This is an optimization exercise on Yosys and OpenROAD, whose aim is small area, not a production implementation.
At most, simulation tests tie the RTL to the original design; equivalence was not proved.
No activity file was given, so power comes from the tool's default toggle rates.

==> flow/design.v <==
package pipe_pkg;
    localparam int N_REGS    = 8;
    localparam int MEM_WORDS = 16;
endpackage
`timescale 1ns/10ps
module pipe_core (
    input  logic        clk,
    input  logic        rst,
    input  logic        in_valid,
    input  logic [15:0] in_instr,
    output logic        in_ready,
    output logic        trace_valid,
    output logic [75:0] trace,
    input  logic        trace_ready
);
    localparam logic [3:0] OP_ADD  = 4'd1;
    localparam logic [3:0] OP_SUB  = 4'd2;
    localparam logic [3:0] OP_ADDI = 4'd3;
    localparam logic [3:0] OP_LD   = 4'd4;
    localparam logic [3:0] OP_ST   = 4'd5;
    function automatic logic [15:0] rreg(input logic [7:1][15:0] r, input logic [2:0] ad);
        case (ad)
            3'd1:    rreg = r[1];
            3'd2:    rreg = r[2];
            3'd3:    rreg = r[3];
            3'd4:    rreg = r[4];
            3'd5:    rreg = r[5];
            3'd6:    rreg = r[6];
            3'd7:    rreg = r[7];
            default: rreg = 16'd0;
        endcase
    endfunction
    logic [15:0] now;
    logic        hold;
    logic        stall;
    logic        f_v, d_v, x_v, m_v;
    logic [15:0] f_i, d_i, x_i, m_i;
    logic [15:0] f_c, d_c, x_c, m_c;
    logic        f_l, d_l, x_l, m_l;
    logic [7:0]  t_seq;
    logic [15:0] t_i, t_res, t_fc, t_rc;
    logic        t_l;
    logic [3:0]  t_s;
    assign trace = {t_seq, t_i, t_res, t_fc, t_rc, t_s};
    assign hold  = trace_valid && !trace_ready;
    logic [3:0] f_op;
    logic       f_rs_use, f_rt_use, f_rd_use;
    always_comb begin
        f_op     = f_i[15:12];
        f_rs_use = (f_op >= OP_ADD) && (f_op <= OP_ST);
        f_rt_use = (f_op == OP_ADD) || (f_op == OP_SUB);
        f_rd_use = (f_op == OP_ST);
    end
    assign stall = d_v && (d_i[15:12] == OP_LD) && (d_i[11:9] != 3'd0) && f_v
                   && ((f_rs_use && f_i[8:6] == d_i[11:9])
                       || (f_rt_use && f_i[5:3] == d_i[11:9])
                       || (f_rd_use && f_i[11:9] == d_i[11:9]));
    assign in_ready = !hold && !stall;
    always_ff @(posedge clk) begin
        if (rst) now <= '0;
        else     now <= now + 16'd1;
    end
    logic tick, tick_seen, long_hold;
    assign tick      = (now[3:0] == 4'd0);
    assign long_hold = hold && tick_seen && tick;
    always_ff @(posedge clk) begin
        tick_seen <= hold && (tick_seen || tick);
    end
    logic [7:0] age;
    assign age = t_rc[7:0] - t_fc[7:0];
    always_comb begin
        if (t_l || age[7:5] != 3'd0 || age[4:0] > 5'd18) t_s = 4'hf;
        else                                            t_s = age[3:0] - 4'd4;
    end
    always_ff @(posedge clk) begin
        if (rst) begin
            f_v <= 1'b0;
            d_v <= 1'b0;
            x_v <= 1'b0;
            m_v <= 1'b0;
        end else if (!hold) begin
            f_v <= stall ? f_v : in_valid;
            d_v <= f_v && !stall;
            x_v <= d_v;
            m_v <= x_v;
        end
    end
    always_ff @(posedge clk) begin
        if (in_ready) begin
            f_i <= in_instr;
            f_c <= now;
        end
        f_l <= !in_ready && (f_l || long_hold);
        if (!hold) begin
            d_i <= f_i;
            d_c <= f_c;
            x_i <= d_i;
            x_c <= d_c;
            m_i <= x_i;
            m_c <= x_c;
        end
        d_l <= hold ? (d_l || long_hold) : f_l;
        x_l <= hold ? (x_l || long_hold) : d_l;
        m_l <= hold ? (m_l || long_hold) : x_l;
    end
    logic [7:1][15:0] regs;
    logic [15:0] mem_n [16];
    logic [3:0]  op;
    logic [2:0]  rd, rs, rt, p2;
    logic        is_add, is_sub, is_addi, is_ld, is_st, is_alu, wr;
    logic [15:0] a, b2, bop, sum, res;
    logic [16:0] sum_c;
    logic [3:0]  addr;
    always_comb begin
        op      = m_i[15:12];
        rd      = m_i[11:9];
        rs      = m_i[8:6];
        rt      = m_i[5:3];
        is_add  = (op == OP_ADD);
        is_sub  = (op == OP_SUB);
        is_addi = (op == OP_ADDI);
        is_ld   = (op == OP_LD);
        is_st   = (op == OP_ST);
        is_alu  = is_add || is_sub || is_addi;
        wr      = is_alu || is_ld;
        p2      = is_st ? rd : rt;
        a       = rreg(regs, rs);
        b2      = rst ? 16'd0 : rreg(regs, p2);
        addr    = a[3:0] + m_i[3:0];
        bop     = (is_add || is_sub) ? b2 : {{10{m_i[5]}}, m_i[5:0]};
        sum_c   = {a, 1'b1} + {bop ^ {16{is_sub}}, is_sub};
        sum     = sum_c[16:1];
        res     = ({16{is_ld && !rst}} & ~mem_n[addr])
                | ({16{is_st}} & b2)
                | ({16{is_alu && !rst}} & sum);
    end
    logic        retire;
    logic [15:0] r_wdata, m_wdata;
    assign retire  = m_v && !hold;
    assign r_wdata = res;
    assign m_wdata = b2;
    always_ff @(posedge clk) begin
        for (int i = 1; i < 8; i++) begin
            if (rst || (retire && wr && rd == 3'(i))) regs[i] <= r_wdata;
        end
    end
    always_ff @(posedge clk) begin
        for (int i = 0; i < 16; i++) begin
            if (rst || (retire && is_st && addr == 4'(i))) mem_n[i] <= ~m_wdata;
        end
    end
    always_ff @(posedge clk) begin
        if (rst) trace_valid <= 1'b0;
        else if (!hold) trace_valid <= m_v;
    end
    always_ff @(posedge clk) begin
        if (rst) t_seq <= 8'hff;
        else     t_seq <= t_seq + {7'd0, retire};
    end
    always_ff @(posedge clk) begin
        if (!hold) begin
            t_i   <= m_i;
            t_res <= res;
            t_fc  <= m_c;
            t_rc  <= now;
            t_l   <= m_l;
        end
    end
endmodule
==> flow/config.mk <==
export PLATFORM = sky130hd
export DESIGN_NAME = pipe_core
export DESIGN_NICKNAME = pipe_core
export VERILOG_FILES = /design/flow/design.v
export SDC_FILE = /design/flow/constraint.sdc
export NUM_CORES = 4
export LEC_CHECK = 0
export ABC_AREA = 1
export CAP_MARGIN = 0
export CORE_MARGIN = 2
export CORE_UTILIZATION = 40
export GPL_TIMING_DRIVEN = 0
export SLEW_MARGIN = 0
==> flow/constraint.sdc <==
create_clock -name core_clock -period 5.5 [get_ports {clk}]
set_input_delay 1.1000 -clock core_clock [delete_from_list [all_inputs] [get_ports {clk}]]
set_output_delay 1.1000 -clock core_clock [all_outputs]
set_load 0.01 [all_outputs]
standard.sh (not shown) runs the stock make flow with config.mk's settings and CLKGATE_MAP_FILE= SYNTH_SCRIPT=/design/flow/synth_recipe.tcl, a recipe that flattens the netlist after the stock synthesis.
==> flow/flow/run.sh <==
#!/bin/bash
# Standard layout (the standard.sh), with these changes:
#  - synthesis buffers are removed before global placement,
#  - the clock tree uses clkbuf_4/clkbuf_8, no dummy loads, clusters of 16,
#  - ports get the smallest buffer (buf_1).
export PRE_GLOBAL_PLACE_TCL="$PWD/flow/pre_gpl.tcl"
export CTS_ARGS="-sink_clustering_enable -repair_clock_nets -dont_use_dummy_load -buf_list {sky130_fd_sc_hd__clkbuf_4 sky130_fd_sc_hd__clkbuf_8} -sink_clustering_size 16 -sink_clustering_max_diameter 60"
export BUFFER_PORTS_ARGS="-buffer_cell sky130_fd_sc_hd__buf_1"
bash standard.sh > standard.log 2>&1
==> flow/flow/pre_gpl.tcl <==
remove_buffers
==> next run, changes <==
--- a/flow/design.v
+++ b/flow/design.v
@@ -66,11 +66,11 @@
     always_ff @(posedge clk) begin
         tick_seen <= hold && (tick_seen || tick);
     end
-    logic [7:0] age;
-    assign age = t_rc[7:0] - t_fc[7:0];
+    logic [7:0] st;
+    assign st = t_rc[7:0] + ~t_fc[7:0] + 8'd253;
     always_comb begin
-        if (t_l || age[7:5] != 3'd0 || age[4:0] > 5'd18) t_s = 4'hf;
-        else                                            t_s = age[3:0] - 4'd4;
+        if (t_l || st[7:4] != 4'd0) t_s = 4'hf;
+        else                       t_s = st[3:0];
     end
     always_ff @(posedge clk) begin
         if (rst) begin
@@ -111,6 +111,7 @@
     logic [15:0] a, b2, bop, sum, res;
     logic [16:0] sum_c;
     logic [3:0]  addr;
+    logic [3:0]  m_a;
     always_comb begin
         op      = m_i[15:12];
         rd      = m_i[11:9];
@@ -126,7 +127,7 @@
         p2      = is_st ? rd : rt;
         a       = rreg(regs, rs);
         b2      = rst ? 16'd0 : rreg(regs, p2);
-        addr    = a[3:0] + m_i[3:0];
+        addr    = m_a;
         bop     = (is_add || is_sub) ? b2 : {{10{m_i[5]}}, m_i[5:0]};
         sum_c   = {a, 1'b1} + {bop ^ {16{is_sub}}, is_sub};
         sum     = sum_c[16:1];
@@ -139,6 +140,15 @@
     assign retire  = m_v && !hold;
     assign r_wdata = res;
     assign m_wdata = b2;
+    logic [3:0]  x_base;
+    logic [15:0] x_reg;
+    always_comb begin
+        x_reg  = rreg(regs, x_i[8:6]);
+        x_base = (retire && wr && rd != 3'd0 && rd == x_i[8:6]) ? r_wdata[3:0] : x_reg[3:0];
+    end
+    always_ff @(posedge clk) begin
+        if (!hold) m_a <= x_base + x_i[3:0];
+    end
     always_ff @(posedge clk) begin
         for (int i = 1; i < 8; i++) begin
             if (rst || (retire && wr && rd == 3'(i))) regs[i] <= r_wdata;
Synthesized area is about the same.
Die area hardly moves.
Worst setup slack is better by 0.076 ns.
Cell area fell slightly.
Sequential share of layout area went up by 1.2 points.
Sequential cell count rises by 4.
Wire length shrinks slightly.
Sequential power climbs slightly.
Maximum frequency rises slightly.
Power drops slightly.
Core utilization hardly moves.
Clock power barely changes.
Only the layout flow was run in the second run of this note; the RTL was not checked for function there.

## separate check: timing with driven ports
No port has a modelled driver above. Below, the same layouts with a new extraction and two added sets of constraints. Step 1 sets driving cells, clkbuf_16 on the clock port and buf_2 on the other inputs (assumed; they add their load-dependent delay and slew). Step 2 moves the port delays by t, midway between the first and last clock arrival at a register: inputs arrive t later, outputs are due t later. That takes back most of the time a late clock gives input paths. a / b / c = ideal ports / drivers / drivers and shift; a / b = the first two.
| run | t (ns) | setup slack, ns | clock arrival spread, ns |
|---|---|---|---|
| the first run | 0.676 | 0.200 / 0.200 / 0.056 | 0.094 / 0.094 |
| the second run | 0.676 | 0.277 / 0.294 / -0.382 | 0.105 / 0.104 |
Met with ideal ports but missed after step 2: setup timing in the second run. The setup slack of the second run, which loses most, moves by +0.017 ns with the drivers and by -0.659 ns with both steps.
